Source: an optimization exercise on an open RTL-to-GDS flow (aim: small area, a short achievable clock period and few clock cycles per item). Production flows keep margins and buffers that such runs may drop.
At most, simulation tests tie the RTL to the original design; equivalence was not proved.
No functional check of the RTL was part of runs 1 and 2.
Power figures rest on the tool's default switching activity, not on a simulated workload.

<file path="flow/run.sh">
#!/bin/bash
set -euo pipefail
here=$PWD
sed "s|\$::env(SCRIPTS_DIR)/synth.tcl|$here/synth_custom.tcl|" synth_recipe.tcl > synth_recipe_custom.tcl
sed "s|^  log_cmd abc {\*}\$abc_args|  set abc_args [lreplace \$abc_args 1 1 $here/flow/area.abc]\n  log_cmd abc {*}\$abc_args|" \
  "$FLOW_HOME/scripts/synth.tcl" > synth_custom.tcl
grep -q "flow/area.abc" synth_custom.tcl
grep -q "synth_custom.tcl" synth_recipe_custom.tcl
bash standard.sh SYNTH_SCRIPT="$here/synth_recipe_custom.tcl" SETUP_SLACK_MARGIN=8.0 \
  "BUFFER_PORTS_ARGS=-buffer_cell sky130_fd_sc_hd__buf_2" finish > standard.log 2>&1
</file>
<file path="flow/area.abc">
strash
ifraig
scorr
dc2
strash
&get -n
&st
&syn4
&dch -f
&nf -R 1000
&put
</file>
<file path="standard.sh">
#!/bin/bash
# synth_recipe.tcl (not shown) runs the flow's synth.tcl, then flattens the netlist and writes it again
# the make line also repeats each setting of config.mk as NAME=value (left out here)
make -C /OpenROAD-flow-scripts/flow DESIGN_CONFIG=/design/flow/config.mk WORK_HOME=/design/flow/orfs CLKGATE_MAP_FILE= SYNTH_SCRIPT=/design/flow/synth_recipe.tcl "${@:-finish}"
</file>
<file path="config.mk">
export PLATFORM = sky130hd
export DESIGN_NAME = html_markup_tokenizer_unit
export DESIGN_NICKNAME = html_markup_tokenizer_unit
export VERILOG_FILES = /design/flow/design.v
export SDC_FILE = /design/flow/constraint.sdc
export NUM_CORES = 4
export LEC_CHECK = 0
export CAP_MARGIN = 20
export CORE_MARGIN = 2
export CORE_UTILIZATION = 40
export SETUP_SLACK_MARGIN = 5
export SLEW_MARGIN = 20
</file>
<file path="constraint.sdc">
create_clock -name core_clock -period 11.5 [get_ports {clk}]
set_input_delay 2.3000 -clock core_clock [delete_from_list [all_inputs] [get_ports {clk}]]
set_output_delay 2.3000 -clock core_clock [all_outputs]
set_load 0.01 [all_outputs]
</file>
<file path="design.v">
package htok_pkg;
  localparam logic [3:0] EV_TEXT        = 4'd0;
  localparam logic [3:0] EV_TEXT_END    = 4'd1;
  localparam logic [3:0] EV_START_BEGIN = 4'd2;
  localparam logic [3:0] EV_END_BEGIN   = 4'd3;
  localparam logic [3:0] EV_NAME        = 4'd4;
  localparam logic [3:0] EV_ANAME       = 4'd5;
  localparam logic [3:0] EV_AVALUE      = 4'd6;
  localparam logic [3:0] EV_ATTR_KEEP   = 4'd7;
  localparam logic [3:0] EV_ATTR_DROP   = 4'd8;
  localparam logic [3:0] EV_TAG_END     = 4'd9;
  localparam logic [3:0] EV_TAG_ABORT   = 4'd10;
  localparam logic [3:0] EV_COMMENT     = 4'd11;
  localparam logic [3:0] EV_COMMENT_END = 4'd12;
  localparam logic [3:0] EV_DOCTYPE     = 4'd13;
  localparam logic [3:0] EV_DOCTYPE_END = 4'd14;
endpackage
module html_markup_tokenizer_unit (
  input  logic        clk,
  input  logic        rst,
  input  logic        byte_valid,
  output logic        byte_stall,
  input  logic [8:0]  byte_item,    
  output logic        event_valid,
  input  logic        event_stall,
  output logic [13:0] event_item    
);
  localparam logic [4:0] S_DATA     = 5'd0;
  localparam logic [4:0] S_TAG_OPEN = 5'd1;
  localparam logic [4:0] S_TAG_NAME = 5'd2;
  localparam logic [4:0] S_END_OPEN = 5'd3;
  localparam logic [4:0] S_SELF_CL  = 5'd4;
  localparam logic [4:0] S_BA       = 5'd5;    
  localparam logic [4:0] S_ANAME    = 5'd6;
  localparam logic [4:0] S_AA       = 5'd7;    
  localparam logic [4:0] S_BAV      = 5'd8;    
  localparam logic [4:0] S_VDQ      = 5'd9;
  localparam logic [4:0] S_VSQ      = 5'd10;
  localparam logic [4:0] S_VUNQ     = 5'd11;
  localparam logic [4:0] S_AV       = 5'd12;   
  localparam logic [4:0] S_MARKUP   = 5'd13;
  localparam logic [4:0] S_COMMENT  = 5'd14;
  localparam logic [4:0] S_DOCTYPE  = 5'd15;
  localparam logic [4:0] S_R_FIN0   = 5'd16;   
  localparam logic [4:0] S_R_FIN1   = 5'd17;   
  localparam logic [4:0] S_R_ANAME  = 5'd18;   
  localparam logic [4:0] S_R_FLUSH  = 5'd19;   
  localparam logic [4:0] S_R_DASH   = 5'd20;   
  localparam logic [4:0] S_R_HELD   = 5'd21;   
  localparam logic [4:0] S_C_TAG     = 5'd24;  
  localparam logic [4:0] S_C_MARKUP  = 5'd25;  
  localparam logic [4:0] S_C_FLUSH   = 5'd26;
  localparam logic [4:0] S_C_DATA    = 5'd27;  
  localparam logic [4:0] S_C_COMMENT = 5'd28;  
  localparam logic [4:0] S_C_DOCTYPE = 5'd29;  
  logic [4:0] st;
  logic       tp;           
  logic       anp, avp;     
  logic [2:0] mc;           
  logic       md;           
  logic [5:0] mu;           
  logic [1:0] dash;         
  logic [3:0] hc;           
  logic [7:0][2:0] hs;      
  logic       started;      
  logic       ir_v, sk_v;
  logic [7:0] x, sk;
  logic       xl, skl;
  logic       out_free, go, consume;
  assign byte_stall = sk_v;
  assign out_free   = !event_valid || !event_stall;
  assign go         = ir_v && out_free;
  logic [7:0] xf;
  logic is_ws, is_al, is_lt, is_gt, is_sl, is_eq, is_dq, is_sq, is_bang, is_dash, is_nul;
  assign xf      = x | 8'h20;
  assign is_ws   = (x == 8'h20) || (x == 8'h09) || (x == 8'h0A) || (x == 8'h0C) || (x == 8'h0D);
  assign is_al   = (xf >= 8'h61) && (xf <= 8'h7A);
  assign is_lt   = (x == 8'h3C);
  assign is_gt   = (x == 8'h3E);
  assign is_sl   = (x == 8'h2F);
  assign is_eq   = (x == 8'h3D);
  assign is_dq   = (x == 8'h22);
  assign is_sq   = (x == 8'h27);
  assign is_bang = (x == 8'h21);
  assign is_dash = (x == 8'h2D);
  assign is_nul  = (x == 8'h00);
  function automatic logic [7:0] dt_char(input logic [2:0] i);
    case (i)
      3'd0:    dt_char = 8'h64;
      3'd1:    dt_char = 8'h6F;
      3'd2:    dt_char = 8'h63;
      3'd3:    dt_char = 8'h74;
      3'd4:    dt_char = 8'h79;
      3'd5:    dt_char = 8'h70;
      3'd6:    dt_char = 8'h65;
      default: dt_char = 8'h00;
    endcase
  endfunction
  logic [2:0] h_old;
  logic [7:0] h_old_b;
  always_comb begin
    case (hc)
      4'd1:    h_old = hs[0];
      4'd2:    h_old = hs[1];
      4'd3:    h_old = hs[2];
      4'd4:    h_old = hs[3];
      4'd5:    h_old = hs[4];
      4'd6:    h_old = hs[5];
      4'd7:    h_old = hs[6];
      default: h_old = hs[7];
    endcase
  end
  assign h_old_b = (h_old == 3'd0) ? 8'h20 : {5'b00001, h_old};
  logic [2:0] fpos;
  logic [7:0] f_byte;
  assign fpos = hc[2:0] - 3'd2;
  always_comb begin
    if (hc == 4'd1)  f_byte = 8'h21;
    else if (md)     f_byte = 8'h2D;
    else             f_byte = dt_char(fpos) & ~{2'b00, mu[fpos], 5'b00000};
  end
  logic [4:0] n_st;
  logic       n_tp, n_anp, n_avp, n_md, n_started, n_pend;
  logic       clos_empty;
  logic [2:0] n_mc;
  logic [5:0] n_mu;
  logic [1:0] n_dash;
  logic [3:0] n_hc;
  logic       h_push;
  logic       emit, esc, cont, more, finish;
  logic [3:0] ek;
  logic [7:0] eb;
  logic       do_fin, fin_sc, fin_store, do_an, an_store;
  logic       pending;
  logic       tag_state;
  assign pending = anp || avp;
  always_comb begin
    case (st)
      S_DATA:     clos_empty = is_lt;
      S_TAG_OPEN: clos_empty = is_sl;
      S_END_OPEN: clos_empty = !is_al;
      S_TAG_NAME: clos_empty = is_gt;
      S_SELF_CL:  clos_empty = is_gt;
      S_BA, S_ANAME, S_AA, S_BAV, S_VUNQ, S_AV: clos_empty = is_gt;
      S_COMMENT:  clos_empty = is_gt && dash == 2'd2;
      S_DOCTYPE:  clos_empty = is_gt;
      S_R_FIN0, S_R_FIN1: clos_empty = 1'b1;
      default:    clos_empty = 1'b0;
    endcase
  end
  always_comb begin
    n_st      = st;
    n_tp      = tp;
    n_anp     = anp;
    n_avp     = avp;
    n_mc      = mc;
    n_md      = md;
    n_mu      = mu;
    n_dash    = dash;
    n_hc      = hc;
    n_started = started;
    h_push    = 1'b0;
    emit      = 1'b0;
    ek        = htok_pkg::EV_TEXT;
    eb        = 8'h00;
    esc       = 1'b0;
    cont      = 1'b0;
    finish    = 1'b0;
    do_fin    = 1'b0;
    fin_sc    = 1'b0;
    fin_store = 1'b0;
    do_an     = 1'b0;
    an_store  = 1'b0;
      case (st)
        S_DATA: begin
          if (is_lt) begin
            if (tp) begin
              emit = 1'b1;
              ek   = htok_pkg::EV_TEXT_END;
            end
            n_tp = 1'b0;
            n_st = S_TAG_OPEN;
          end else begin
            emit = 1'b1;
            ek   = htok_pkg::EV_TEXT;
            eb   = x;
            n_tp = 1'b1;
          end
        end
        S_TAG_OPEN: begin
          if (is_sl) begin
            n_st = S_END_OPEN;
          end else if (is_al) begin
            n_anp = 1'b0;
            n_avp = 1'b0;
            emit  = 1'b1;
            ek    = htok_pkg::EV_START_BEGIN;
            eb    = x;
            n_st  = S_TAG_NAME;
          end else if (is_bang) begin
            n_mc = 3'd0;
            n_st = S_MARKUP;
          end else begin
            emit = 1'b1;
            ek   = htok_pkg::EV_TEXT;
            eb   = 8'h3C;
            n_tp = 1'b1;
            n_st = S_DATA;
            cont = 1'b1;
          end
        end
        S_TAG_NAME: begin
          if (is_ws) begin
            n_st = S_BA;
          end else if (is_sl) begin
            n_st = S_SELF_CL;
          end else if (is_gt) begin
            do_fin = 1'b1;
          end else begin
            emit = 1'b1;
            ek   = htok_pkg::EV_NAME;
            eb   = x;
          end
        end
        S_END_OPEN: begin
          if (is_al) begin
            n_anp = 1'b0;
            n_avp = 1'b0;
            emit  = 1'b1;
            ek    = htok_pkg::EV_END_BEGIN;
            eb    = x;
            n_st  = S_TAG_NAME;
          end else begin
            n_st = S_DATA;
          end
        end
        S_SELF_CL, S_BA: begin
          if (st == S_SELF_CL && is_gt) begin
            do_fin = 1'b1;
            fin_sc = 1'b1;
          end else if (is_ws) begin
            n_st = S_BA;
          end else if (is_sl) begin
            n_st = S_SELF_CL;
          end else if (is_gt) begin
            do_fin    = 1'b1;
            fin_store = 1'b1;
          end else begin
            do_an = 1'b1;
          end
        end
        S_ANAME: begin
          if (is_ws) begin
            n_st = S_AA;
          end else if (is_sl) begin
            n_st = S_SELF_CL;
          end else if (is_gt) begin
            do_fin    = 1'b1;
            fin_store = 1'b1;
          end else if (is_eq) begin
            n_st = S_BAV;
          end else begin
            emit  = 1'b1;
            ek    = htok_pkg::EV_ANAME;
            eb    = x;
            n_anp = 1'b1;
          end
        end
        S_AA: begin
          if (is_ws) begin
            n_st = S_AA;
          end else if (is_sl) begin
            n_st = S_SELF_CL;
          end else if (is_eq) begin
            n_st = S_BAV;
          end else if (is_gt) begin
            do_fin    = 1'b1;
            fin_store = 1'b1;
          end else begin
            do_an    = 1'b1;
            an_store = 1'b1;
          end
        end
        S_BAV: begin
          if (is_ws) begin
            n_st = S_BAV;
          end else if (is_dq) begin
            n_st = S_VDQ;
          end else if (is_sq) begin
            n_st = S_VSQ;
          end else if (is_gt) begin
            do_fin    = 1'b1;
            fin_store = 1'b1;
          end else begin
            n_st = S_VUNQ;
            if (!is_nul) begin
              emit  = 1'b1;
              ek    = htok_pkg::EV_AVALUE;
              eb    = x;
              n_avp = 1'b1;
            end
          end
        end
        S_VDQ, S_VSQ: begin
          if ((st == S_VDQ) ? is_dq : is_sq) begin
            if (pending) begin
              emit = 1'b1;
              ek   = anp ? htok_pkg::EV_ATTR_KEEP : htok_pkg::EV_ATTR_DROP;
            end
            n_anp = 1'b0;
            n_avp = 1'b0;
            n_st  = S_AV;
          end else begin
            emit  = 1'b1;
            ek    = htok_pkg::EV_AVALUE;
            eb    = x;
            n_avp = 1'b1;
          end
        end
        S_VUNQ: begin
          if (is_ws) begin
            if (pending) begin
              emit = 1'b1;
              ek   = anp ? htok_pkg::EV_ATTR_KEEP : htok_pkg::EV_ATTR_DROP;
            end
            n_anp = 1'b0;
            n_avp = 1'b0;
            n_st  = S_AV;
          end else if (is_gt) begin
            do_fin    = 1'b1;
            fin_store = 1'b1;
          end else if (!is_nul) begin
            emit  = 1'b1;
            ek    = htok_pkg::EV_AVALUE;
            eb    = x;
            n_avp = 1'b1;
          end
        end
        S_AV: begin
          if (is_ws) begin
            n_st = S_BA;
          end else if (is_sl) begin
            n_st = S_SELF_CL;
          end else if (is_gt) begin
            do_fin = 1'b1;
          end else begin
            do_an = 1'b1;
          end
        end
        S_MARKUP: begin
          if (mc == 3'd0 && (is_dash || xf == 8'h64)) begin
            n_md    = is_dash;
            n_mu[0] = !x[5];
            n_mc    = 3'd1;
          end else if (mc != 3'd0 && md && is_dash) begin
            n_mc   = 3'd0;
            n_dash = 2'd0;
            n_st   = S_COMMENT;
          end else if (mc != 3'd0 && !md && xf == dt_char(mc)) begin
            if (mc == 3'd6) begin
              n_mc      = 3'd0;
              n_hc      = 4'd0;
              n_started = 1'b0;
              n_st      = S_DOCTYPE;
            end else begin
              n_mu[mc] = !x[5];
              n_mc     = mc + 3'd1;
            end
          end else begin
            emit = 1'b1;
            ek   = htok_pkg::EV_TEXT;
            eb   = 8'h3C;
            n_st = S_R_FLUSH;
            n_hc = 4'd1;
            cont = 1'b1;
          end
        end
        S_R_FLUSH, S_C_FLUSH: begin
          emit = 1'b1;
          ek   = htok_pkg::EV_TEXT;
          eb   = f_byte;
          cont = 1'b1;
          if (hc == {1'b0, mc} + 4'd1) begin
            n_st = (st == S_C_FLUSH) ? S_C_DATA : S_DATA;
            n_tp = 1'b1;
            n_hc = 4'd0;
            n_mc = 3'd0;
          end else begin
            n_hc = hc + 4'd1;
          end
        end
        S_COMMENT: begin
          if (is_dash) begin
            if (dash != 2'd2) begin
              n_dash = dash + 2'd1;
            end else begin
              emit = 1'b1;
              ek   = htok_pkg::EV_COMMENT;
              eb   = 8'h2D;
            end
          end else if (is_gt && dash == 2'd2) begin
            emit   = 1'b1;
            ek     = htok_pkg::EV_COMMENT_END;
            n_dash = 2'd0;
            n_st   = S_DATA;
          end else if (dash != 2'd0) begin
            emit   = 1'b1;
            ek     = htok_pkg::EV_COMMENT;
            eb     = 8'h2D;
            n_dash = dash - 2'd1;
            n_st   = S_R_DASH;
            cont   = 1'b1;
          end else begin
            emit = 1'b1;
            ek   = htok_pkg::EV_COMMENT;
            eb   = x;
          end
        end
        S_R_DASH: begin
          emit = 1'b1;
          ek   = htok_pkg::EV_COMMENT;
          if (dash != 2'd0) begin
            eb     = 8'h2D;
            n_dash = dash - 2'd1;
            cont   = 1'b1;
          end else begin
            eb   = x;
            n_st = S_COMMENT;
          end
        end
        S_DOCTYPE: begin
          if (is_gt) begin
            emit      = 1'b1;
            ek        = htok_pkg::EV_DOCTYPE_END;
            n_hc      = 4'd0;
            n_started = 1'b0;
            n_st      = S_DATA;
          end else if (is_ws) begin
            if (started) begin
              h_push = 1'b1;
              if (hc == 4'd8) begin
                emit = 1'b1;
                ek   = htok_pkg::EV_DOCTYPE;
                eb   = h_old_b;
              end else begin
                n_hc = hc + 4'd1;
              end
            end
          end else if (hc != 4'd0) begin
            emit = 1'b1;
            ek   = htok_pkg::EV_DOCTYPE;
            eb   = h_old_b;
            n_hc = hc - 4'd1;
            n_st = S_R_HELD;
            cont = 1'b1;
          end else begin
            emit      = 1'b1;
            ek        = htok_pkg::EV_DOCTYPE;
            eb        = x;
            n_started = 1'b1;
          end
        end
        S_R_HELD: begin
          emit = 1'b1;
          ek   = htok_pkg::EV_DOCTYPE;
          if (hc != 4'd0) begin
            eb   = h_old_b;
            n_hc = hc - 4'd1;
            cont = 1'b1;
          end else begin
            eb        = x;
            n_started = 1'b1;
            n_st      = S_DOCTYPE;
          end
        end
        S_R_FIN0, S_R_FIN1: begin
          emit = 1'b1;
          ek   = htok_pkg::EV_TAG_END;
          esc  = (st == S_R_FIN1);
          n_st = S_DATA;
        end
        S_R_ANAME: begin
          emit  = 1'b1;
          ek    = htok_pkg::EV_ANAME;
          eb    = x;
          n_anp = 1'b1;
          n_st  = S_ANAME;
        end
        S_C_TAG: begin
          emit = 1'b1;
          if (pending) begin
            ek    = htok_pkg::EV_ATTR_DROP;
            n_anp = 1'b0;
            n_avp = 1'b0;
            cont  = 1'b1;
          end else begin
            ek   = htok_pkg::EV_TAG_ABORT;
            n_st = S_DATA;
          end
        end
        S_C_MARKUP: begin
          emit = 1'b1;
          ek   = htok_pkg::EV_TEXT;
          eb   = 8'h3C;
          n_st = S_C_FLUSH;
          n_hc = 4'd1;
          cont = 1'b1;
        end
        S_C_COMMENT: begin
          emit = 1'b1;
          if (dash != 2'd0) begin
            ek     = htok_pkg::EV_COMMENT;
            eb     = 8'h2D;
            n_dash = dash - 2'd1;
            cont   = 1'b1;
          end else begin
            ek   = htok_pkg::EV_COMMENT_END;
            n_st = S_DATA;
          end
        end
        S_C_DOCTYPE: begin
          emit      = 1'b1;
          ek        = htok_pkg::EV_DOCTYPE_END;
          n_st      = S_DATA;
          n_hc      = 4'd0;
          n_started = 1'b0;
        end
        S_C_DATA: begin
          emit = 1'b1;
          ek   = htok_pkg::EV_TEXT_END;
          n_tp = 1'b0;
          n_st = S_DATA;
        end
        default: begin
          n_st = S_DATA;
          cont = 1'b1;
        end
      endcase
      if (do_fin) begin
        emit  = 1'b1;
        n_anp = 1'b0;
        n_avp = 1'b0;
        if (pending) begin
          ek   = (fin_store && anp) ? htok_pkg::EV_ATTR_KEEP : htok_pkg::EV_ATTR_DROP;
          n_st = fin_sc ? S_R_FIN1 : S_R_FIN0;
          cont = 1'b1;
        end else begin
          ek   = htok_pkg::EV_TAG_END;
          esc  = fin_sc;
          n_st = S_DATA;
        end
      end
      if (do_an) begin
        n_anp = 1'b0;
        n_avp = 1'b0;
        if (pending) begin
          emit = 1'b1;
          ek   = (an_store && anp) ? htok_pkg::EV_ATTR_KEEP : htok_pkg::EV_ATTR_DROP;
          if (is_eq) begin
            n_st = S_BAV;
          end else begin
            n_st = S_R_ANAME;
            cont = 1'b1;
          end
        end else if (is_eq) begin
          n_st = S_BAV;
        end else begin
          emit  = 1'b1;
          ek    = htok_pkg::EV_ANAME;
          eb    = x;
          n_anp = 1'b1;
          n_st  = S_ANAME;
        end
      end
    more   = cont;
    n_pend = cont;
    if (!cont && xl && !(st[4] && st[3])) begin
      if (clos_empty) begin
        n_st = S_DATA;
      end else begin
        more   = 1'b1;
        n_pend = 1'b1;
        case (n_st)
          S_MARKUP:  n_st = S_C_MARKUP;
          S_COMMENT: n_st = S_C_COMMENT;
          S_DOCTYPE: n_st = S_C_DOCTYPE;
          S_DATA:    n_st = S_C_DATA;
          default:   n_st = S_C_TAG;
        endcase
      end
    end
  end
  assign consume = go && !n_pend;
  always_ff @(posedge clk) begin
    if (rst) begin
      st          <= S_DATA;
      tp          <= 1'b0;
      anp         <= 1'b0;
      avp         <= 1'b0;
      mc          <= 3'd0;
      dash        <= 2'd0;
      hc          <= 4'd0;
      started     <= 1'b0;
      ir_v        <= 1'b0;
      sk_v        <= 1'b0;
      event_valid <= 1'b0;
    end else begin
      if (go) begin
        st      <= n_st;
        tp      <= n_tp;
        anp     <= n_anp;
        avp     <= n_avp;
        mc      <= n_mc;
        dash    <= n_dash;
        hc      <= n_hc;
        started <= n_started;
      end
      if (!ir_v || consume) begin
        ir_v <= sk_v || byte_valid;
        sk_v <= 1'b0;
      end else if (byte_valid && !sk_v) begin
        sk_v <= 1'b1;
      end
      if (go && emit) begin
        event_valid <= 1'b1;
      end else if (!event_stall) begin
        event_valid <= 1'b0;
      end
    end
  end
  always_ff @(posedge clk) begin
    if (!ir_v || consume) begin
      x  <= sk_v ? sk : byte_item[8:1];
      xl <= sk_v ? skl : byte_item[0];
    end
    if (!sk_v) begin
      sk  <= byte_item[8:1];
      skl <= byte_item[0];
    end
    if (go) begin
      md <= n_md;
      mu <= n_mu;
      if (h_push) begin
        hs <= {hs[6:0], x[2:0]};
      end
    end
    if (go && emit) begin
      event_item <= {ek, eb, esc, !more};
    end
  end
endmodule
</file>
==> results of run 1 <==
## metal layers
layer	up-vias	GRT usage [%]	wire length, um
met4	2	13.4	1080
met5	-	1.39	45
met1	3055	43.6	9760
li1	2874	-	-
met3	97	8.67	2810
met2	463	48.1	10500
## cell type report
type	instances	area, sq um	share of cell area [%]
inverter	22	92.6	1.30
timing repair buffer	71	479	6.74
multi-input combinational	607	3760	52.8
antenna	1	2.50	0.0352
clock buffer	9	225	3.17
sequential	84	2230	31.4
tap	180	225	3.17
clock inverter	7	101	1.42
## path summary, 6_finish.rpt
kind,startpoint,to,slack [ns]
min reg2reg,hs[20],hs[23],0.45
min,hs[20],hs[23],0.45
max,x[4],st[0],7.92
max reg2reg,x[4],st[0],7.92
## through the flow
| stage | instances | total power, mW |
|---|---|---|
| 6_report | 981 | 0.898 |
| 5_1_grt | 980 | 0.929 |
| 2_1_floorplan | 713 | 0.465 |
| 3_3_place_gp | 931 | 0.539 |
| 4_1_cts | 971 | 0.879 |
| 3_5_place_dp | 931 | 0.533 |
## power groups by stage
| stage | registers, mW | clock network (mW) | logic, mW |
|---|---|---|---|
| 2_1_floorplan | 0.372 | 0 | 0.0925 |
| 3_3_place_gp | 0.366 | 0 | 0.173 |
| 3_5_place_dp | 0.367 | 0 | 0.167 |
| 5_1_grt | 0.356 | 0.348 | 0.224 |
| 6_report | 0.354 | 0.333 | 0.211 |
| 4_1_cts | 0.353 | 0.336 | 0.190 |
## sequential cells by signal, indices dropped and copies added, names as in the netlist, 2 cells and up
register    count
mc              3
hc              4
hs             24
mu              6
event_item     14
sk              8
dash            2
x               8
st              5
## cell families after synthesis
kind of cell    after synthesis  share of synthesized area (%)
simple gates                380                           30.7
compound gates              189                           20.9
flops                        84                           39.2
buf+inv                      22                           1.46
fa+ha+maj                    17                           3.75
mux                          12                           2.54
xor+xnor                      9                           1.39
## worst max-delay path, stage by stage, from the launching register on
cell	delay, ns
edfxtp_1	0.58
nand4_1	0.20
or3_1	0.41
nor2_1	0.17
buf_6	0.16
a21oi_1	0.17
a221oi_1	0.33
nand2_1	0.12
a21oi_2	0.26
nand4_1	0.24
a21oi_4	0.28
nand4_1	0.15
o31ai_2	0.25
o221a_1	0.21
## what timing repair did
item	4_1_cts	5_1_grt
cloned	0	0
resized for setup	43	49
endpoints found under the setup margin	42	33
endpoints found under the hold margin	0	0
pin swaps	13	7
buffers inserted	24	9
## cell usage in the layout (no fill, tap or decap), types with 10 or more instances in the layout
| cell | netlist | routed |
|---|---|---|
| nand2_1 | 115 | 103 |
| nor2_1 | 101 | 93 |
| edfxtp_1 | 54 | 54 |
| nand3_1 | 54 | 53 |
| o21ai_0 | 54 | 49 |
| a21oi_1 | 51 | 47 |
| buf_4 | 0 | 41 |
| buf_2 | 0 | 28 |
| dfxtp_1 | 30 | 26 |
| nor3_1 | 34 | 23 |
| clkinv_1 | 22 | 20 |
| nand4_1 | 15 | 15 |
| ha_1 | 17 | 14 |
| a31oi_1 | 12 | 11 |
| nand2_2 | 0 | 10 |
==> flow_metrics.env, run 1 <==
export IMPL_cp_start_kind="register"
export IMPL_fin_tns_setup_ns=0
export IMPL_nets=825
export IMPL_fin_crit_sh_pct=31.2
export IMPL_port_buffer_count=28
export IMPL_synth_ff_type="edfxtp_1"
export IMPL_fmax_ghz=0.279
export IMPL_yosysTopAreaCell="edfxtp_1"
export IMPL_maxSlewViolCount=0
export IMPL_synthArstFlopShare_pct=0
export IMPL_cts_buffers=9
export IMPL_first_iter_violations=942
export IMPL_power_density_nw_per_um2=126
export IMPL_drt_first_pass_iters=8
export IMPL_die_y_um=123
export IMPL_maxCapViolCount=0
export IMPL_cts_hold_buf=0
export IMPL_dpl_hpwl_um=17600
export IMPL_switchingPower_mw=0.292
export IMPL_die_area_sq_um=15100
export IMPL_synth_edff_count=54
export IMPL_viasPerCell=6.62
export IMPL_vias=6491
export IMPL_pwr_share_comb_pct=23.5
export IMPL_gp_congestion=1.05
export IMPL_numClockSinks=84
export IMPL_drc=0
export IMPL_syn_to_final_growth_pct=25.5
export IMPL_critPathMaxFanout=6
export IMPL_grt_use_total_pct=32.1
export IMPL_pre_cts_ws_ns=7.15
export IMPL_nFillCells=1351
export IMPL_worst_setup_path_type="reg2reg"
export IMPL_hold_class="reg2reg"
export IMPL_hold_ws_ns=0.454
export IMPL_setup_ws_ns=7.92
export IMPL_start_util_pct=40.9
export IMPL_yosysWarnings=1
export IMPL_clock_latency_ns=0.37
export IMPL_syn_num_nets=743
export IMPL_drive_above_1_share_pct=19.8
export IMPL_drt_total_wl_um=24200
export IMPL_synthTopCellsByCount="nand2_1 (115), nor2_1 (101), edfxtp_1 (54), nand3_1 (54), o21ai_0 (54)"
export IMPL_relSlewSlack_pct=25.2
export IMPL_antenna_found_initial=1
export IMPL_finalSetupViolCount=0
export IMPL_grt_pass1_vias=5974
export IMPL_rsz0062_at_grt="yes"
export IMPL_clock_skew_final_ns=0.0147
export IMPL_htree_levels=3
export IMPL_grt_pass1_wl_um=35900
export IMPL_rows=43
export IMPL_ios=29
export IMPL_synth_area_per_cell_sq_um=7.95
export IMPL_utilization_pct=51.3
export IMPL_cts_tree="yes"
export IMPL_cp_end_kind="register"
export IMPL_netlist_instances=713
export IMPL_critPathRequiredTime_ns=11.80
export IMPL_coreArea_sq_um=13900
export IMPL_cts_clk_slew_worst_paths_ns=0.07
export IMPL_netlist_area_sq_um=5670
export IMPL_fin_crit_ns=3.58
export IMPL_p_seq_share_pct=39.5
export IMPL_worst_pin_slew_ns=1.11
export IMPL_switching_share_pct=32.5
export IMPL_ys_types=55
export IMPL_root_buffer="clkbuf_16"
export IMPL_grt_max_degree=27
export IMPL_r2r_cells=13
export IMPL_cts_max_path_buffers=2
export IMPL_die_width_um=123
export IMPL_placed_area_sq_um=6160
export IMPL_whs_path_depth=0
export IMPL_power_share_clock_pct=37.0
export IMPL_grt_overflow_total=0
export IMPL_hold_violations=0
export IMPL_wl_per_cell_um=24.6
export IMPL_synth_seq_cells=84
export IMPL_critPathArrivalTime_ns=3.88
export IMPL_yosysMostFrequentCell="nand2_1"
export IMPL_postRouteAntennaNets=0
export IMPL_p_leak_nw=2.59
export IMPL_synth_top_area_share_pct=28.6
export IMPL_irDropWorstVdd_mv=0.0883
export IMPL_p_int_mw=0.606
export IMPL_yosysSeqAreaShare_pct=39.2
export IMPL_synth_area_leaders="edfxtp_1 (29%), dfxtp_1 (11%), nand2_1 (7.6%), nor2_1 (6.7%), nand3_1 (4.8%)"
export IMPL_fin_area_sq_um=7110
export IMPL_status="finished clean"
==> run 2, diff against run 1 <==
--- a/flow/run.sh
+++ b/flow/run.sh
@@ -6,5 +6,5 @@
   "$FLOW_HOME/scripts/synth.tcl" > synth_custom.tcl
 grep -q "flow/area.abc" synth_custom.tcl
 grep -q "synth_custom.tcl" synth_recipe_custom.tcl
-bash standard.sh SYNTH_SCRIPT="$here/synth_recipe_custom.tcl" SETUP_SLACK_MARGIN=8.0 \
+bash standard.sh SETUP_SLACK_MARGIN=8.0 \
   "BUFFER_PORTS_ARGS=-buffer_cell sky130_fd_sc_hd__buf_2" finish > standard.log 2>&1
==> run 2 against run 1 <==
Against the previous run: still clean on timing, DRC and antenna; area after synthesis increased by 17%; clock power decreased by 14%; die area increased by 17%; first-iteration DRC count increased by 28%; non-clock buffer count increased by 1; core utilization decreased by 4.3 points; cell area increased by 8.3%; clock skew decreased by 0.0048 ns; critical path type unchanged; largest power group unchanged.
==> flow_metrics.env, run 2 <==
export IMPL_status="finished clean"
export IMPL_layout_commonest_cell="nand2_1"
export IMPL_final_cell_mix="nand2_1 (80), nor2_1 (63), a21oi_1 (59)"
export IMPL_gp_congestion=1.06
export IMPL_postRouteAntennaNets=0
export IMPL_rows=47
export IMPL_largest_register="hs"
export IMPL_rsz0062_at_grt="yes"
export IMPL_cp_slowest_cell="edfxtp_1"
export IMPL_cp_buffers_inverters=0
export IMPL_grt_pass1_wl_um=38800
export IMPL_critPathRequiredTime_ns=11.77
export IMPL_numClockSinks=84
export IMPL_die_width_um=133
export IMPL_htree_levels=3
export IMPL_netlist_area_sq_um=6660
export IMPL_synth_area_per_cell_sq_um=8.18
export IMPL_drt_total_wl_um=25700
export IMPL_holdCritStartpoint="hs[4]"
export IMPL_hold_ws_ns=0.454
export IMPL_yosysTopAreaCell="edfxtp_1"
export IMPL_cp_start_kind="register"
export IMPL_n_antenna_cell=0
export IMPL_cts_hold_buf=0
export IMPL_maxSlewViolCount=0
export IMPL_largest_register_ffs=24
export IMPL_die_y_um=133
export IMPL_relSlewSlack_pct=40.2
export IMPL_fmax_ghz=0.290
export IMPL_fin_crit_sh_pct=30.0
export IMPL_placed_area_sq_um=6940
export IMPL_hold_class="reg2reg"
export IMPL_synth_top_area_share_pct=24.4
export IMPL_cts_tree="yes"
export IMPL_cp_cell_sequence="or3_1 -> nor4_2 -> or2_2 -> o31ai_1 -> a211o_1 -> or4_4 -> a211oi_2 -> o211ai_1 -> a221oi_2"
export IMPL_cp_slowest_stage_delay_ns=0.53
export IMPL_synthArstFlopShare_pct=0
export IMPL_utilization_pct=47.0
export IMPL_start_util_pct=40.6
export IMPL_worst_pin_slew_ns=0.887
export IMPL_port_buffer_count=28
export IMPL_cp_end_kind="register"
export IMPL_power_density_nw_per_um2=129
export IMPL_hold_violations=0
export IMPL_crit_family="simple AND/OR/NAND/NOR gates"
export IMPL_nets=871
export IMPL_grt_use_total_pct=28.6
export IMPL_yosysWarnings=1
export IMPL_wl_per_cell_um=24.1
export IMPL_pre_cts_ws_ns=7.31
export IMPL_ios=29
export IMPL_cts_clk_slew_worst_paths_ns=0.07
export IMPL_cts_buffers=9
export IMPL_dpl_hpwl_um=17900
export IMPL_worst_setup_path_type="reg2reg"
export IMPL_top_regs="hs: 24 flops, event_item: 14 flops"
export IMPL_die_area_sq_um=17700
export IMPL_ys_types=91
export IMPL_grt_pass1_vias=6359
export IMPL_netlist_instances=814
export IMPL_nFillCells=1591
export IMPL_viasPerCell=6.72
export IMPL_clock_latency_ns=0.35
export IMPL_critPathMaxFanout=7
export IMPL_maxCapViolCount=0
export IMPL_drc=0
export IMPL_startpoint="x[7]"
export IMPL_synth_edff_count=54
export IMPL_fin_tns_setup_ns=0
export IMPL_rr_startpoint="x[7]"
export IMPL_setup_ws_ns=8.05
export IMPL_critPathArrivalTime_ns=3.72
export IMPL_grt_max_degree=54
export IMPL_p_leak_nw=2.77
export IMPL_synth_seq_cells=84
export IMPL_finalSetupViolCount=0
export IMPL_antenna_found_initial=0
export IMPL_vias=7161
export IMPL_synth_area_leaders="edfxtp_1 (24%), dfxtp_1 (9.0%), nand2_1 (4.7%), a21oi_1 (4.7%), o21ai_0 (3.9%)"
export IMPL_synth_ff_type="edfxtp_1"
export IMPL_cts_max_path_buffers=2
export IMPL_grt_overflow_total=0
export IMPL_yosysMostFrequentCell="nand2_1"
export IMPL_coreArea_sq_um=16400
export IMPL_synthTopCellsByCount="nand2_1 (83), nor2_1 (66), a21oi_1 (62)"
export IMPL_irDropWorstVdd_mv=0.0967
export IMPL_fin_area_sq_um=7700
export IMPL_syn_num_nets=844
export IMPL_root_buffer="clkbuf_16"
export IMPL_fin_crit_ns=3.45
export IMPL_first_iter_violations=1208
export IMPL_syn_to_final_growth_pct=15.7
export IMPL_clock_skew_final_ns=0.00997
export IMPL_drive_above_1_share_pct=20.1
export IMPL_yosysSeqAreaShare_pct=33.4
export IMPL_drt_first_pass_iters=7
==> run 2: area by class of cell <==
cell class | count | area [sq um] | area share [%]
timing repair buffer | 72 | 474 | 6.16
inverter | 31 | 124 | 1.61
clock buffer | 9 | 225 | 2.92
multi-input combinational | 643 | 4310 | 56.0
sequential | 84 | 2230 | 28.9
clock inverter | 7 | 65.1 | 0.845
tap | 220 | 275 | 3.57
==> run 2: final timing paths <==
kind / end / slack, ns / depth (start not counted)
max: st[0] / 8.05 / 9
min reg2reg: hs[7] / 0.45 / 0
max reg2reg: st[0] / 8.05 / 9
min: hs[7] / 0.45 / 0
==> run 2: layer usage <==
layer | GRT usage (%) | wire length [um] | vias to the layer above
met1 | 40.5 | 10700 | 3345
met5 | 0 | 0 | -
met3 | 8.51 | 3170 | 113
li1 | - | - | 3149
met4 | 12.4 | 1180 | 0
met2 | 40.3 | 10600 | 554
==> run 2: kinds of logic after synthesis <==
kind of cell | Yosys count | share of synthesized area, %
AO/OA/AOI/OAI | 260 | 26.8
XOR/XNOR | 7 | 0.921
adder cells (fa/ha/maj) | 17 | 3.19
buffers and inverters | 87 | 5.41
flip-flops | 84 | 33.4
multiplexers | 17 | 2.93
AND/OR/NAND/NOR | 342 | 27.3
==> run 2: worst register-to-register path, stage by stage, from the launching register on <==
cell and delay, ns:
edfxtp_1 0.53, or3_1 0.50, nor4_2 0.41, or2_2 0.28
o31ai_1 0.17, a211o_1 0.41, or4_4 0.49, a211oi_2 0.21
o211ai_1 0.13, a221oi_2 0.24
==> run 2: stage by stage <==
stage / instances / total power, mW
2_1_floorplan: 814 / 0.561
3_3_place_gp: 1017 / 0.663
3_5_place_dp: 1017 / 0.657
4_1_cts: 1049 / 0.961
5_1_grt: 1066 / 1.03
6_report: 1066 / 0.992
==> run 2: timing repair <==
action                                  in CTS  in global routing
resized for setup                           19                 33
endpoints found under the setup margin      74                 77
setup buffers                               16                 17
pin swaps                                    2                  3
==> run 2: power by group <==
| part | total [mW] | internal (mW) | switching [mW] | leakage (nW) |
|---|---|---|---|---|
| sequential | 0.361 | 0.347 | 0.0137 | 0.734 |
| combinational | 0.345 | 0.118 | 0.227 | 1.90 |
| clock | 0.286 | 0.152 | 0.134 | 0.141 |
| total | 0.992 | 0.617 | 0.375 | 2.77 |
==> run 3, diff against run 2 <==
--- a/design.v
+++ b/design.v
@@ -162,7 +162,6 @@
     h_push    = 1'b0;
     emit      = 1'b0;
     ek        = htok_pkg::EV_TEXT;
-    eb        = 8'h00;
     esc       = 1'b0;
     cont      = 1'b0;
     finish    = 1'b0;
@@ -183,7 +182,6 @@
           end else begin
             emit = 1'b1;
             ek   = htok_pkg::EV_TEXT;
-            eb   = x;
             n_tp = 1'b1;
           end
         end
@@ -195,7 +193,6 @@
             n_avp = 1'b0;
             emit  = 1'b1;
             ek    = htok_pkg::EV_START_BEGIN;
-            eb    = x;
             n_st  = S_TAG_NAME;
           end else if (is_bang) begin
             n_mc = 3'd0;
@@ -203,7 +200,6 @@
           end else begin
             emit = 1'b1;
             ek   = htok_pkg::EV_TEXT;
-            eb   = 8'h3C;
             n_tp = 1'b1;
             n_st = S_DATA;
             cont = 1'b1;
@@ -219,7 +215,6 @@
           end else begin
             emit = 1'b1;
             ek   = htok_pkg::EV_NAME;
-            eb   = x;
           end
         end
         S_END_OPEN: begin
@@ -228,7 +223,6 @@
             n_avp = 1'b0;
             emit  = 1'b1;
             ek    = htok_pkg::EV_END_BEGIN;
-            eb    = x;
             n_st  = S_TAG_NAME;
           end else begin
             n_st = S_DATA;
@@ -262,7 +256,6 @@
           end else begin
             emit  = 1'b1;
             ek    = htok_pkg::EV_ANAME;
-            eb    = x;
             n_anp = 1'b1;
           end
         end
@@ -296,7 +289,6 @@
             if (!is_nul) begin
               emit  = 1'b1;
               ek    = htok_pkg::EV_AVALUE;
-              eb    = x;
               n_avp = 1'b1;
             end
           end
@@ -313,7 +305,6 @@
           end else begin
             emit  = 1'b1;
             ek    = htok_pkg::EV_AVALUE;
-            eb    = x;
             n_avp = 1'b1;
           end
         end
@@ -332,7 +323,6 @@
           end else if (!is_nul) begin
             emit  = 1'b1;
             ek    = htok_pkg::EV_AVALUE;
-            eb    = x;
             n_avp = 1'b1;
           end
         end
@@ -369,7 +359,6 @@
           end else begin
             emit = 1'b1;
             ek   = htok_pkg::EV_TEXT;
-            eb   = 8'h3C;
             n_st = S_R_FLUSH;
             n_hc = 4'd1;
             cont = 1'b1;
@@ -378,7 +367,6 @@
         S_R_FLUSH, S_C_FLUSH: begin
           emit = 1'b1;
           ek   = htok_pkg::EV_TEXT;
-          eb   = f_byte;
           cont = 1'b1;
           if (hc == {1'b0, mc} + 4'd1) begin
             n_st = (st == S_C_FLUSH) ? S_C_DATA : S_DATA;
@@ -396,7 +384,6 @@
             end else begin
               emit = 1'b1;
               ek   = htok_pkg::EV_COMMENT;
-              eb   = 8'h2D;
             end
           end else if (is_gt && dash == 2'd2) begin
             emit   = 1'b1;
@@ -406,25 +393,21 @@
           end else if (dash != 2'd0) begin
             emit   = 1'b1;
             ek     = htok_pkg::EV_COMMENT;
-            eb     = 8'h2D;
             n_dash = dash - 2'd1;
             n_st   = S_R_DASH;
             cont   = 1'b1;
           end else begin
             emit = 1'b1;
             ek   = htok_pkg::EV_COMMENT;
-            eb   = x;
           end
         end
         S_R_DASH: begin
           emit = 1'b1;
           ek   = htok_pkg::EV_COMMENT;
           if (dash != 2'd0) begin
-            eb     = 8'h2D;
             n_dash = dash - 2'd1;
             cont   = 1'b1;
           end else begin
-            eb   = x;
             n_st = S_COMMENT;
           end
         end
@@ -441,7 +424,6 @@
               if (hc == 4'd8) begin
                 emit = 1'b1;
                 ek   = htok_pkg::EV_DOCTYPE;
-                eb   = h_old_b;
               end else begin
                 n_hc = hc + 4'd1;
               end
@@ -449,14 +431,12 @@
           end else if (hc != 4'd0) begin
             emit = 1'b1;
             ek   = htok_pkg::EV_DOCTYPE;
-            eb   = h_old_b;
             n_hc = hc - 4'd1;
             n_st = S_R_HELD;
             cont = 1'b1;
           end else begin
             emit      = 1'b1;
             ek        = htok_pkg::EV_DOCTYPE;
-            eb        = x;
             n_started = 1'b1;
           end
         end
@@ -464,11 +444,9 @@
           emit = 1'b1;
           ek   = htok_pkg::EV_DOCTYPE;
           if (hc != 4'd0) begin
-            eb   = h_old_b;
             n_hc = hc - 4'd1;
             cont = 1'b1;
           end else begin
-            eb        = x;
             n_started = 1'b1;
             n_st      = S_DOCTYPE;
           end
@@ -482,7 +460,6 @@
         S_R_ANAME: begin
           emit  = 1'b1;
           ek    = htok_pkg::EV_ANAME;
-          eb    = x;
           n_anp = 1'b1;
           n_st  = S_ANAME;
         end
@@ -501,7 +478,6 @@
         S_C_MARKUP: begin
           emit = 1'b1;
           ek   = htok_pkg::EV_TEXT;
-          eb   = 8'h3C;
           n_st = S_C_FLUSH;
           n_hc = 4'd1;
           cont = 1'b1;
@@ -510,7 +486,6 @@
           emit = 1'b1;
           if (dash != 2'd0) begin
             ek     = htok_pkg::EV_COMMENT;
-            eb     = 8'h2D;
             n_dash = dash - 2'd1;
             cont   = 1'b1;
           end else begin
@@ -567,7 +542,6 @@
         end else begin
           emit  = 1'b1;
           ek    = htok_pkg::EV_ANAME;
-          eb    = x;
           n_anp = 1'b1;
           n_st  = S_ANAME;
         end
@@ -590,6 +564,23 @@
       end
     end
   end
+  logic [7:0] src;
+  logic       byte_ev;
+  always_comb begin
+    case (st)
+      S_TAG_OPEN:                      src = is_al ? x : 8'h3C;
+      S_MARKUP, S_C_MARKUP:            src = 8'h3C;
+      S_R_FLUSH, S_C_FLUSH:            src = f_byte;
+      S_COMMENT, S_R_DASH, S_C_COMMENT: src = (dash != 2'd0) ? 8'h2D : x;
+      S_DOCTYPE, S_R_HELD:             src = (hc != 4'd0) ? h_old_b : x;
+      default:                         src = x;
+    endcase
+  end
+  assign byte_ev = (ek == htok_pkg::EV_TEXT) || (ek == htok_pkg::EV_START_BEGIN) ||
+                   (ek == htok_pkg::EV_END_BEGIN) || (ek == htok_pkg::EV_NAME) ||
+                   (ek == htok_pkg::EV_ANAME) || (ek == htok_pkg::EV_AVALUE) ||
+                   (ek == htok_pkg::EV_COMMENT) || (ek == htok_pkg::EV_DOCTYPE);
+  assign eb = byte_ev ? src : 8'h00;
   assign consume = go && !n_pend;
   always_ff @(posedge clk) begin
     if (rst) begin
--- a/flow/run.sh
+++ b/flow/run.sh
@@ -6,5 +6,5 @@
   "$FLOW_HOME/scripts/synth.tcl" > synth_custom.tcl
 grep -q "flow/area.abc" synth_custom.tcl
 grep -q "synth_custom.tcl" synth_recipe_custom.tcl
-bash standard.sh SETUP_SLACK_MARGIN=8.0 \
+bash standard.sh SYNTH_SCRIPT="$here/synth_recipe_custom.tcl" SETUP_SLACK_MARGIN=8.0 \
   "BUFFER_PORTS_ARGS=-buffer_cell sky130_fd_sc_hd__buf_2" finish > standard.log 2>&1
--- a/config.mk
+++ b/config.mk
@@ -8,5 +8,6 @@
 export CAP_MARGIN = 20
 export CORE_MARGIN = 2
 export CORE_UTILIZATION = 40
+export CTS_BUF_LIST = sky130_fd_sc_hd__clkbuf_8
 export SETUP_SLACK_MARGIN = 5
 export SLEW_MARGIN = 20
==> run 3 against run 2 <==
Against the previous run: clock skew up 0.011 ns; critical path depth up 8; largest power group unchanged; largest cell class unchanged; register-to-register slack worse by 0.22 ns; non-clock buffer count up 5; still clean on timing, DRC and antenna; cell area down 11%.
==> flow_metrics.env, run 3 <==
export IMPL_cp_start_kind="register"
export IMPL_yosysSeqAreaShare_pct=39.9
export IMPL_fin_area_sq_um=6880
export IMPL_numClockSinks=84
export IMPL_drc=0
export IMPL_clock_latency_ns=0.40
export IMPL_multiInputGateArea_sq_um=3590
export IMPL_cts_clk_slew_worst_paths_ns=0.10
export IMPL_critPathMaxFanout=6
export IMPL_synth_area_per_cell_sq_um=8.13
export IMPL_worst_pin_slew_ns=0.939
export IMPL_port_buffer_count=28
export IMPL_ys_types=57
export IMPL_netlist_instances=686
export IMPL_die_y_um=122
export IMPL_wl_per_cell_um=23.6
export IMPL_grt_overflow_total=0
export IMPL_syn_to_final_growth_pct=23.3
export IMPL_die_area_sq_um=14900
export IMPL_viasPerCell=6.43
export IMPL_grt_busiest_layer="met2"
export IMPL_first_iter_violations=905
export IMPL_netlist_area_sq_um=5570
export IMPL_switching_share_pct=35.8
export IMPL_gp_congestion=0.998
export IMPL_drt_first_pass_iters=6
export IMPL_cts_tree="yes"
export IMPL_relSlewSlack_pct=37.4
export IMPL_finalSetupViolCount=0
export IMPL_synth_seq_cells=84
export IMPL_cp_end_kind="register"
export IMPL_maxCapViolCount=0
export IMPL_setup_ws_ns=7.83
export IMPL_p_seq_share_pct=43.7
export IMPL_cts_max_path_buffers=2
export IMPL_root_buffer="clkbuf_8"
export IMPL_largest_register_ffs=24
export IMPL_yosysTopAreaCell="edfxtp_1"
export IMPL_synth_top_area_share_pct=29.1
export IMPL_pre_cts_ws_ns=7.06
export IMPL_synth_edff_count=54
export IMPL_yosysMostFrequentCell="nor2_1"
export IMPL_rsz0062_at_grt="yes"
export IMPL_gr_usage_met2_pct=45.4
export IMPL_die_width_um=122
export IMPL_regArea_sq_um=2240
export IMPL_top_regs="hs: 24 flops, event_item: 14 flops"
export IMPL_hold_ws_ns=0.449
export IMPL_hold_class="reg2reg"
export IMPL_vias=6175
export IMPL_hold_violations=0
export IMPL_critPathArrivalTime_ns=3.81
export IMPL_final_cell_mix="nor2_1 (110), nand2_1 (84), edfxtp_1 (54)"
export IMPL_drive_above_1_share_pct=20.3
export IMPL_synth_ff_type="edfxtp_1"
export IMPL_start_util_pct=40.6
export IMPL_coreArea_sq_um=13700
export IMPL_layout_commonest_cell="nor2_1"
export IMPL_switchingPower_mw=0.295
export IMPL_nets=803
export IMPL_grt_util_met1_pct=43.0
export IMPL_irDropWorstVdd_mv=0.104
export IMPL_placed_area_sq_um=6060
export IMPL_synthTopCellsByCount="nor2_1 (118), nand2_1 (87), edfxtp_1 (54)"
export IMPL_grtUsageMet3_pct=6.60
export IMPL_cts_buffers=9
export IMPL_clock_skew_final_ns=0.0210
export IMPL_power_share_clock_pct=29.9
export IMPL_synth_area_leaders="edfxtp_1 (29%), dfxtp_1 (11%), nor2_1 (7.9%), nand2_1 (5.9%), a21oi_1 (4.5%)"
export IMPL_grt_use_total_pct=30.6
export IMPL_grt_max_degree=25
export IMPL_ios=29
export IMPL_fin_crit_ns=3.67
export IMPL_grt_pass1_vias=5745
export IMPL_n_antenna_cell=0
export IMPL_p_leak_nw=2.49
export IMPL_power_density_nw_per_um2=120
export IMPL_status="finished clean"
export IMPL_htree_levels=3
export IMPL_grt_pass1_wl_um=33900
export IMPL_finalPower_mw=0.823
export IMPL_fin_crit_sh_pct=31.9
export IMPL_pwr_share_comb_pct=26.4
export IMPL_fin_tns_setup_ns=0
export IMPL_syn_num_nets=714
export IMPL_largest_register="hs"
export IMPL_fmax_ghz=0.272
export IMPL_antenna_found_initial=0
export IMPL_maxSlewViolCount=0
export IMPL_worst_setup_path_type="reg2reg"
export IMPL_p_int_mw=0.528
export IMPL_postRouteAntennaNets=0
export IMPL_nFillCells=1337
export IMPL_dpl_hpwl_um=16300
export IMPL_yosysWarnings=1
export IMPL_critPathRequiredTime_ns=11.63
export IMPL_drt_total_wl_um=22600
export IMPL_synthArstFlopShare_pct=0
export IMPL_cts_hold_buf=0
export IMPL_rows=43
[run 3: cell types whose count changed after synthesis, sizes merged, moves of 10 or more]
cell	delta
nor2	+52
clkbuf	-38
buf	-18
clkinv	+17
a31oi	+10
a21oi	-13
inv	-29
[run 3: logic make-up after synthesis]
kind of cell	count (synthesis)	synth area share, %
AND/OR/NAND/NOR	361	30.0
AO/OA/AOI/OAI	185	21.4
flip-flops	84	39.9
buffers and inverters	19	1.28
adder cells (fa/ha/maj)	15	3.37
XOR/XNOR	11	1.73
multiplexers	11	2.40
[run 3: what timing repair did]
item | in CTS | in global routing
cloned | 0 | 2
setup endpoints to repair | 80 | 34
pin swaps | 4 | 18
gates resized for setup | 48 | 39
hold endpoints to repair | 0 | 0
buffers inserted | 16 | 19
[run 3: layer usage]
layer,vias up,share of wire [%],wire length [um]
met5,-,0,0
met2,418,43,9680
met4,0,4.2,947
met3,84,11,2450
met1,2894,42,9550
li1,2779,-,-
[run 3: area by class of cell]
class | count | share of cell area (%)
multi-input cells | 584 | 52.2
flip-flops and latches | 84 | 32.6
repair buffers | 77 | 7.59
well taps | 180 | 3.28
clock buffers | 9 | 1.80
clock inverters | 7 | 1.38
inverters | 19 | 1.15
[run 3: power by group through the flow]
stage               Combinational, mW  Clock [mW]  Sequential [mW]
floorplan                      0.0968           0            0.373
finish                          0.217       0.246            0.360
global route                    0.233       0.260            0.362
detailed placement              0.169           0            0.370
CTS                             0.195       0.247            0.359
global placement                0.172           0            0.370
[run 3: worst max-delay path: stages (launching register included)]
cell and delay, ns:
dfxtp_4 0.37, clkinvlp_4 0.11, ha_4 0.20, nor2_4 0.12
nor2_2 0.05, xor2_1 0.14, nor4_1 0.25, o2111ai_1 0.14
or3_4 0.43, and3_4 0.21, nor3_4 0.22, nand4_1 0.14
a21oi_2 0.18, nand3_2 0.14, nor4b_4 0.37, nor2b_2 0.10
nand2_2 0.13, nand2_4 0.10
[run 3: metrics by stage]
stage	std cells	util [%]
final	960	50.1
after global routing	960	50.1
after CTS	939	47.9
after detailed placement	907	44.2
after global placement	907	44.2
after floorplan	686	-
[run 3: final timing paths]
check | start | end | slack (ns) | depth (start not counted)
min | hs[3] | hs[6] | 0.45 | 0
max reg2reg | mc[1] | x[2] | 7.83 | 17
min reg2reg | hs[3] | hs[6] | 0.45 | 0
max | mc[1] | x[2] | 7.83 | 17
Testbench counts of run 3, summed over its fixed seeds: cycles 35,554, events 31,895.
==> run 4, diff against run 3 <==
--- a/config.mk
+++ b/config.mk
@@ -8,6 +8,5 @@
 export CAP_MARGIN = 20
 export CORE_MARGIN = 2
 export CORE_UTILIZATION = 40
-export CTS_BUF_LIST = sky130_fd_sc_hd__clkbuf_8
 export SETUP_SLACK_MARGIN = 5
 export SLEW_MARGIN = 20
==> run 4 against run 3 <==
Against the previous run: still clean on timing, DRC and antenna; fmax rose by 2.9%; worst hold slack got worse by 0.0073 ns; total power rose by 9.9%; final cell count rose by 0.31%; combinational power rose by 3%; first-iteration DRC count rose by 7.7%; count of clock-buffer cells in the layout did not move; sequential power barely moved; global-route usage rose by 0.23 points; routed wire length rose by 1.5%; critical path type unchanged; largest cell class unchanged; highest routed layer unchanged.
==> flow_metrics.env, run 4 <==
export IMPL_syn_num_nets=714
export IMPL_placedCellCount=907
export IMPL_die_y_um=122
export IMPL_synth_area_per_cell_sq_um=8.13
export IMPL_viasPerCell=6.53
export IMPL_postRouteAntennaNets=0
export IMPL_cts_clk_slew_worst_paths_ns=0.07
export IMPL_wl_met1_um=9720
export IMPL_rr_startpoint="x[6]"
export IMPL_clock_skew_final_ns=0.0140
export IMPL_n_antenna_cell=0
export IMPL_drc=0
export IMPL_antenna_found_initial=0
export IMPL_synth_edff_count=54
export IMPL_synth_area_leaders="edfxtp_1 (29%), dfxtp_1 (11%), nor2_1 (7.9%), nand2_1 (5.9%), a21oi_1 (4.5%)"
export IMPL_power_density_nw_per_um2=127
export IMPL_synth_ff_type="edfxtp_1"
export IMPL_critPathRequiredTime_ns=11.59
export IMPL_synth_seq_cells=84
export IMPL_wl_per_cell_um=23.9
export IMPL_critPathArrivalTime_ns=3.66
export IMPL_fin_crit_sh_pct=31.0
export IMPL_finalPower_mw=0.904
export IMPL_cts_tree="yes"
export IMPL_ys_types=57
export IMPL_hold_ws_ns=0.441
export IMPL_worst_setup_path_type="reg2reg"
export IMPL_drt_first_pass_iters=7
export IMPL_yosysMostFrequentCell="nor2_1"
export IMPL_r2r_cells=15
export IMPL_grt_pass1_vias=5773
export IMPL_hold_class="reg2reg"
export IMPL_cp_start_kind="register"
export IMPL_cts_buffers=9
export IMPL_status="finished clean"
export IMPL_rsz0062_at_grt="yes"
export IMPL_stdcell_count=963
export IMPL_die_area_sq_um=14900
export IMPL_p_leak_nw=2.56
export IMPL_coreArea_sq_um=13700
export IMPL_first_iter_violations=975
export IMPL_vias=6293
export IMPL_die_width_um=122
export IMPL_hold_violations=0
export IMPL_syn_to_final_growth_pct=27.4
export IMPL_nets=806
export IMPL_grt_use_total_pct=30.8
export IMPL_highest_layer="met4"
export IMPL_start_util_pct=40.6
export IMPL_port_buffer_count=28
export IMPL_relSlewSlack_pct=40.1
export IMPL_finalSetupViolCount=0
export IMPL_grt_overflow_total=0
export IMPL_irDropWorstVdd_mv=0.111
export IMPL_maxCapViolCount=0
export IMPL_utilization_pct=51.7
export IMPL_fin_crit_ns=3.57
export IMPL_wl_met3_um=2330
export IMPL_drt_total_wl_um=23000
export IMPL_synthArstFlopShare_pct=0
export IMPL_synth_top_area_share_pct=29.1
export IMPL_netlist_area_sq_um=5570
export IMPL_root_buffer="clkbuf_16"
export IMPL_whs_path_depth=0
export IMPL_yosysSeqAreaShare_pct=39.9
export IMPL_largest_register="hs"
export IMPL_ios=29
export IMPL_cp_end_kind="register"
export IMPL_final_cell_mix="nor2_1 (105), nand2_1 (81), edfxtp_1 (54)"
export IMPL_largest_register_ffs=24
export IMPL_netlist_instances=686
export IMPL_layout_commonest_cell="nor2_1"
export IMPL_yosysWarnings=1
export IMPL_startpoint="x[6]"
export IMPL_fmax_ghz=0.280
export IMPL_numClockSinks=84
export IMPL_cts_max_path_buffers=2
export IMPL_grt_max_degree=25
export IMPL_gp_congestion=0.998
export IMPL_maxSlewViolCount=0
export IMPL_grt_pass1_wl_um=34300
export IMPL_yosysTopAreaCell="edfxtp_1"
export IMPL_rows=43
export IMPL_top_regs="hs: 24 flops, event_item: 14 flops"
export IMPL_dr_wl_met2_um=9920
export IMPL_htree_levels=3
export IMPL_clock_latency_ns=0.36
export IMPL_critPathMaxFanout=6
export IMPL_fin_tns_setup_ns=0
export IMPL_holdCritStartpoint="hs[3]"
export IMPL_worst_pin_slew_ns=0.898
export IMPL_synthTopCellsByCount="nor2_1 (118), nand2_1 (87), edfxtp_1 (54)"
export IMPL_drive_above_1_share_pct=22.6
export IMPL_dpl_hpwl_um=16300
==> run 4: cell types whose count changed in the layout (fill, tap and decap cells not counted), sizes merged <==
| cell | delta |
|---|---|
| clkdlybuf4s15 | +1 |
| buf | +2 |
==> run 4: logic make-up after synthesis <==
logic type	share of synthesized area, %
simple gates	30.0
flops	39.9
compound gates	21.4
buf+inv	1.28
mux	2.40
xor+xnor	1.73
fa+ha+maj	3.37
==> run 4: layer usage <==
| metal | vias up | global-route usage [%] |
|---|---|---|
| met4 | 0 | 13.0 |
| met5 | - | 0.694 |
| li1 | 2794 | - |
| met2 | 423 | 46.4 |
| met1 | 2999 | 43.1 |
| met3 | 77 | 5.99 |
==> run 4: cell type report <==
cell class,instances,area [sq um]
clock buffers,9,225
well taps,180,225
repair buffers,80,538
clock inverters,7,95.1
multi-input cells,584,3690
fillers,1316,6620
flip-flops and latches,84,2240
inverters,19,83.8
==> run 4: through the flow <==
| stage | setup WS (ns) | cell area, sq um |
|---|---|---|
| 2_1_floorplan | 8.00 | 5600 |
| 3_3_place_gp | 7.11 | 6060 |
| 3_5_place_dp | 7.06 | 6060 |
| 4_1_cts | 7.98 | 6660 |
| 5_1_grt | 7.83 | 7100 |
| 6_report | 7.93 | 7100 |
==> run 4: report_power, final <==
part / leakage [nW] / total, mW / switching (mW) / internal (mW)
clock network: 0.150 / 0.322 / 0.147 / 0.175
logic: 1.67 / 0.223 / 0.144 / 0.0790
registers: 0.744 / 0.359 / 0.0153 / 0.344
total: 2.56 / 0.904 / 0.306 / 0.598
==> run 4: critical path, stage by stage, from the launching register on <==
cell and delay, ns:
edfxtp_1 0.46, nor3b_2 0.27, nor2b_4 0.26, buf_4 0.15, a32oi_2 0.08, clkdlybuf4s15_2 0.33
o21ai_2 0.27, nor2_1 0.12, nor3_4 0.19, nand4_1 0.15, a21oi_2 0.18, nand3_2 0.14
nor4b_4 0.37, nor2b_2 0.10, nand2_2 0.14, nand2_4 0.11
==> run 4: path summary, 6_finish.rpt <==
check                           slack, ns     to
worst max-delay path                 7.93   x[2]
worst max register to register       7.93   x[2]
worst min register to register       0.44  hs[6]
worst min-delay path                 0.44  hs[6]
==> run 4: repair_timing <==
action / in CTS / in global routing
hold endpoints to repair: 0 / 0
hold buffers: 0 / 0
pin swaps: 10 / 19
buffers inserted: 12 / 26
gates cloned: 1 / 1
endpoints found under the setup margin: 81 / 48
gates resized for setup: 55 / 60
==> run 5, diff against run 4 <==
--- a/flow/run.sh
+++ b/flow/run.sh
@@ -6,5 +6,5 @@
   "$FLOW_HOME/scripts/synth.tcl" > synth_custom.tcl
 grep -q "flow/area.abc" synth_custom.tcl
 grep -q "synth_custom.tcl" synth_recipe_custom.tcl
-bash standard.sh SYNTH_SCRIPT="$here/synth_recipe_custom.tcl" SETUP_SLACK_MARGIN=8.0 \
+bash standard.sh SYNTH_SCRIPT="$here/synth_recipe_custom.tcl" SETUP_SLACK_MARGIN=7.5 \
   "BUFFER_PORTS_ARGS=-buffer_cell sky130_fd_sc_hd__buf_2" finish > standard.log 2>&1
--- a/config.mk
+++ b/config.mk
@@ -8,5 +8,6 @@
 export CAP_MARGIN = 20
 export CORE_MARGIN = 2
 export CORE_UTILIZATION = 40
+export CTS_BUF_LIST = sky130_fd_sc_hd__clkbuf_8
 export SETUP_SLACK_MARGIN = 5
 export SLEW_MARGIN = 20
==> run 5 against run 4 <==
Against the previous run: clock skew grew 0.0012 ns; non-clock buffer count decreased by 35; critical endpoint is now x[6]; first-iteration DRC count fell by 30%.
==> flow_metrics.env, run 5 <==
export IMPL_pwr_share_comb_pct=24.1
export IMPL_antenna_found_initial=0
export IMPL_clock_latency_ns=0.38
export IMPL_drt_first_pass_iters=6
export IMPL_synthTopCellsByCount="nor2_1 (118), nand2_1 (87), edfxtp_1 (54)"
export IMPL_die_area_sq_um=14900
export IMPL_synth_area_leaders="edfxtp_1 (29%), dfxtp_1 (11%), nor2_1 (7.9%), nand2_1 (5.9%), a21oi_1 (4.5%)"
export IMPL_rsz0062_at_grt="yes"
export IMPL_cts_buffers=9
export IMPL_start_util_pct=40.6
export IMPL_top_regs="hs: 24 flops, event_item: 14 flops"
export IMPL_yosysMostFrequentCell="nor2_1"
export IMPL_setup_ws_ns=7.69
export IMPL_power_density_nw_per_um2=120
export IMPL_relSlewSlack_pct=40.9
export IMPL_critPathMaxFanout=22
export IMPL_postRouteAntennaNets=0
export IMPL_cp_end_kind="register"
export IMPL_synthArstFlopShare_pct=0
export IMPL_p_leak_nw=2.28
export IMPL_layout_commonest_cell="nor2_1"
export IMPL_dpl_hpwl_um=15600
export IMPL_critPathRequiredTime_ns=11.58
export IMPL_grt_use_total_pct=28.5
export IMPL_vias=5931
export IMPL_synth_top_area_share_pct=29.1
export IMPL_drive_above_1_share_pct=11.0
export IMPL_first_iter_violations=682
export IMPL_netlist_area_sq_um=5570
export IMPL_ys_types=57
export IMPL_critPathArrivalTime_ns=3.89
export IMPL_cts_clk_slew_worst_paths_ns=0.09
export IMPL_largest_register="hs"
export IMPL_r2r_cells=15
export IMPL_switching_share_pct=33.6
export IMPL_root_buffer="clkbuf_8"
export IMPL_wl_per_cell_um=22.5
export IMPL_status="finished clean"
export IMPL_die_y_um=122
export IMPL_synth_seq_cells=84
export IMPL_drt_total_wl_um=20800
export IMPL_pre_cts_ws_ns=6.68
export IMPL_hold_class="reg2reg"
export IMPL_finalPower_mw=0.764
export IMPL_grt_pass1_wl_um=32000
export IMPL_cp_start_kind="register"
export IMPL_worst_pin_slew_ns=0.865
export IMPL_synth_area_per_cell_sq_um=8.13
export IMPL_port_buffer_count=28
export IMPL_yosysSeqAreaShare_pct=39.9
export IMPL_holdCritStartpoint="hs[4]"
export IMPL_final_cell_mix="nor2_1 (115), nand2_1 (86), edfxtp_1 (54)"
export IMPL_n_antenna_cell=0
export IMPL_rows=43
export IMPL_clock_skew_final_ns=0.0152
export IMPL_syn_to_final_growth_pct=14.4
export IMPL_fmax_ghz=0.262
export IMPL_die_width_um=122
export IMPL_viasPerCell=6.40
export IMPL_grt_pass1_vias=5590
export IMPL_irDropWorstVdd_mv=0.0831
export IMPL_p_int_mw=0.507
export IMPL_startpoint="st[0]"
export IMPL_yosysTopAreaCell="edfxtp_1"
export IMPL_power_share_clock_pct=28.2
export IMPL_grt_overflow_total=0
export IMPL_cts_max_path_buffers=2
export IMPL_finalSetupViolCount=0
export IMPL_syn_num_nets=714
export IMPL_htree_levels=3
export IMPL_rr_startpoint="st[0]"
export IMPL_fin_crit_sh_pct=33.2
export IMPL_hold_ws_ns=0.451
export IMPL_synth_ff_type="edfxtp_1"
export IMPL_drc=0
export IMPL_coreArea_sq_um=13700
export IMPL_largest_register_ffs=24
export IMPL_nets=770
export IMPL_netlist_instances=686
export IMPL_maxCapViolCount=0
export IMPL_hold_violations=0
export IMPL_gp_congestion=1.02
export IMPL_yosysWarnings=1
export IMPL_cts_tree="yes"
export IMPL_worst_setup_path_type="reg2reg"
export IMPL_switchingPower_mw=0.257
export IMPL_synth_edff_count=54
export IMPL_numClockSinks=84
export IMPL_fin_crit_ns=3.81
export IMPL_p_seq_share_pct=47.6
export IMPL_fin_tns_setup_ns=0
export IMPL_ios=29
export IMPL_maxSlewViolCount=0
export IMPL_nFillCells=1394
export IMPL_grt_max_degree=25
export IMPL_whs_path_depth=0
-- run 5: changes by cell type in the layout (fill, tap and decap cells not counted), sizes merged --
cell,before,now
inv,4,0
nand2,88,87
clkinvlp,3,0
clkdlybuf4s15,1,0
buf,79,45
clkinv,18,25
-- run 5: cells by family (layout without fill, tap and decap cells) --
kind of cell / count (synthesis) / count (layout) / share of synthesized area (%)
AOI/OAI and AO/OA: 185 / 185 / 21.4
xor gates and xnor gates: 11 / 11 / 1.73
adders and majority gates: 15 / 15 / 3.37
buffers and inverters: 19 / 80 / 1.28
DFF: 84 / 84 / 39.9
muxes: 11 / 11 / 2.40
and+or+nand+nor: 361 / 361 / 30.0
-- run 5: area by class of cell --
cell class / instances / area, sq um / share of cell area [%]
flip-flops and latches: 84 / 2230 / 35.0
inverters: 19 / 72.6 / 1.14
multi-input cells: 583 / 3380 / 52.9
repair buffers: 45 / 272 / 4.26
well taps: 180 / 225 / 3.53
clock inverters: 7 / 77.6 / 1.22
clock buffers: 9 / 124 / 1.94
-- run 5: final timing paths --
path / endpoint / slack, ns
max: x[6] / 7.69
min: hs[7] / 0.45
max reg2reg: x[6] / 7.69
min reg2reg: hs[7] / 0.45
-- run 5: stage by stage --
stage	cells	area, sq um	util (%)
finish	927	6380	46.5
CTS	919	6270	45.7
global placement	903	6010	43.8
detailed placement	903	6010	43.8
floorplan	686	5570	-
global route	927	6380	46.5
-- run 5: critical path, cell delays in order (launching register included) --
cell,delay [ns]
dfxtp_1,0.31
buf_4,0.27
nor2b_1,0.54
and2_0,0.49
nand3_1,0.29
nand2_1,0.20
o21ai_1,0.17
nor2_1,0.25
nor3_4,0.08
nand4_1,0.12
a21oi_2,0.06
nand3_2,0.15
nor4b_4,0.06
nor2b_1,0.21
nand2_1,0.12
nand2_4,0.16
-- run 5: layer usage --
metal	up-vias	part of all wire, %	global-route usage (%)
met5	-	0	0
met4	0	3.5	11.9
met3	55	9.3	6.88
met2	328	43	43.6
met1	2833	44	38.6
li1	2715	-	-
-- run 5: power by group through the flow --
stage | clock (mW) | sequential (mW) | combinational, mW
after floorplan | 0 | 0.373 | 0.0943
after global placement | 0 | 0.371 | 0.165
after detailed placement | 0 | 0.371 | 0.163
after CTS | 0.223 | 0.364 | 0.167
after global routing | 0.232 | 0.366 | 0.198
final | 0.216 | 0.364 | 0.184
-- run 5: timing repair --
action                     in CTS  in global routing
hold buffers                    0                  0
setup buffers                   0                  7
pin swaps                       0                  4
gates resized for setup        15                 14
setup endpoints to repair      25                 24

port drivers added, routing unchanged:
In the flow no input, the clock included, has a driving cell. The finished layouts below were timed again as built, in two steps.
Step 1 (the two cells are an assumption about what drives the block):
set clk [get_ports {clk}]
set_driving_cell -lib_cell sky130_fd_sc_hd__clkbuf_16 $clk
set_driving_cell -lib_cell sky130_fd_sc_hd__buf_2 [delete_from_list [all_inputs] $clk]
Step 2, shift: input delay + t, output delay - t, t = (earliest + latest rising clock arrival at the registers) / 2. This alone moves slack from input paths to output paths.
Slacks: ideal / step 1 / step 2; pairs: ideal / step 1.
| run | t (ns) | setup slack, ns | worst setup path at the end | latest minus earliest clock arrival (ns) |
|---|---|---|---|---|
| run 1 | 0.404 | 7.915 / 7.915 / 7.701 | input to register | 0.015 / 0.014 |
| run 2 | 0.394 | 8.047 / 8.047 / 7.765 | input to register | 0.010 / 0.010 |
| run 3 | 0.426 | 7.827 / 7.827 / 7.452 | input to register | 0.021 / 0.021 |
| run 4 | 0.395 | 7.929 / 7.929 / 7.656 | input to register | 0.015 / 0.014 |
| run 5 | 0.411 | 7.687 / 7.687 / 7.432 | input to register | 0.015 / 0.015 |
After both steps every run listed still meets setup and hold. For run 3, which loses most, drivers alone change the setup slack by 0.000 ns; drivers and shift together by -0.375 ns.
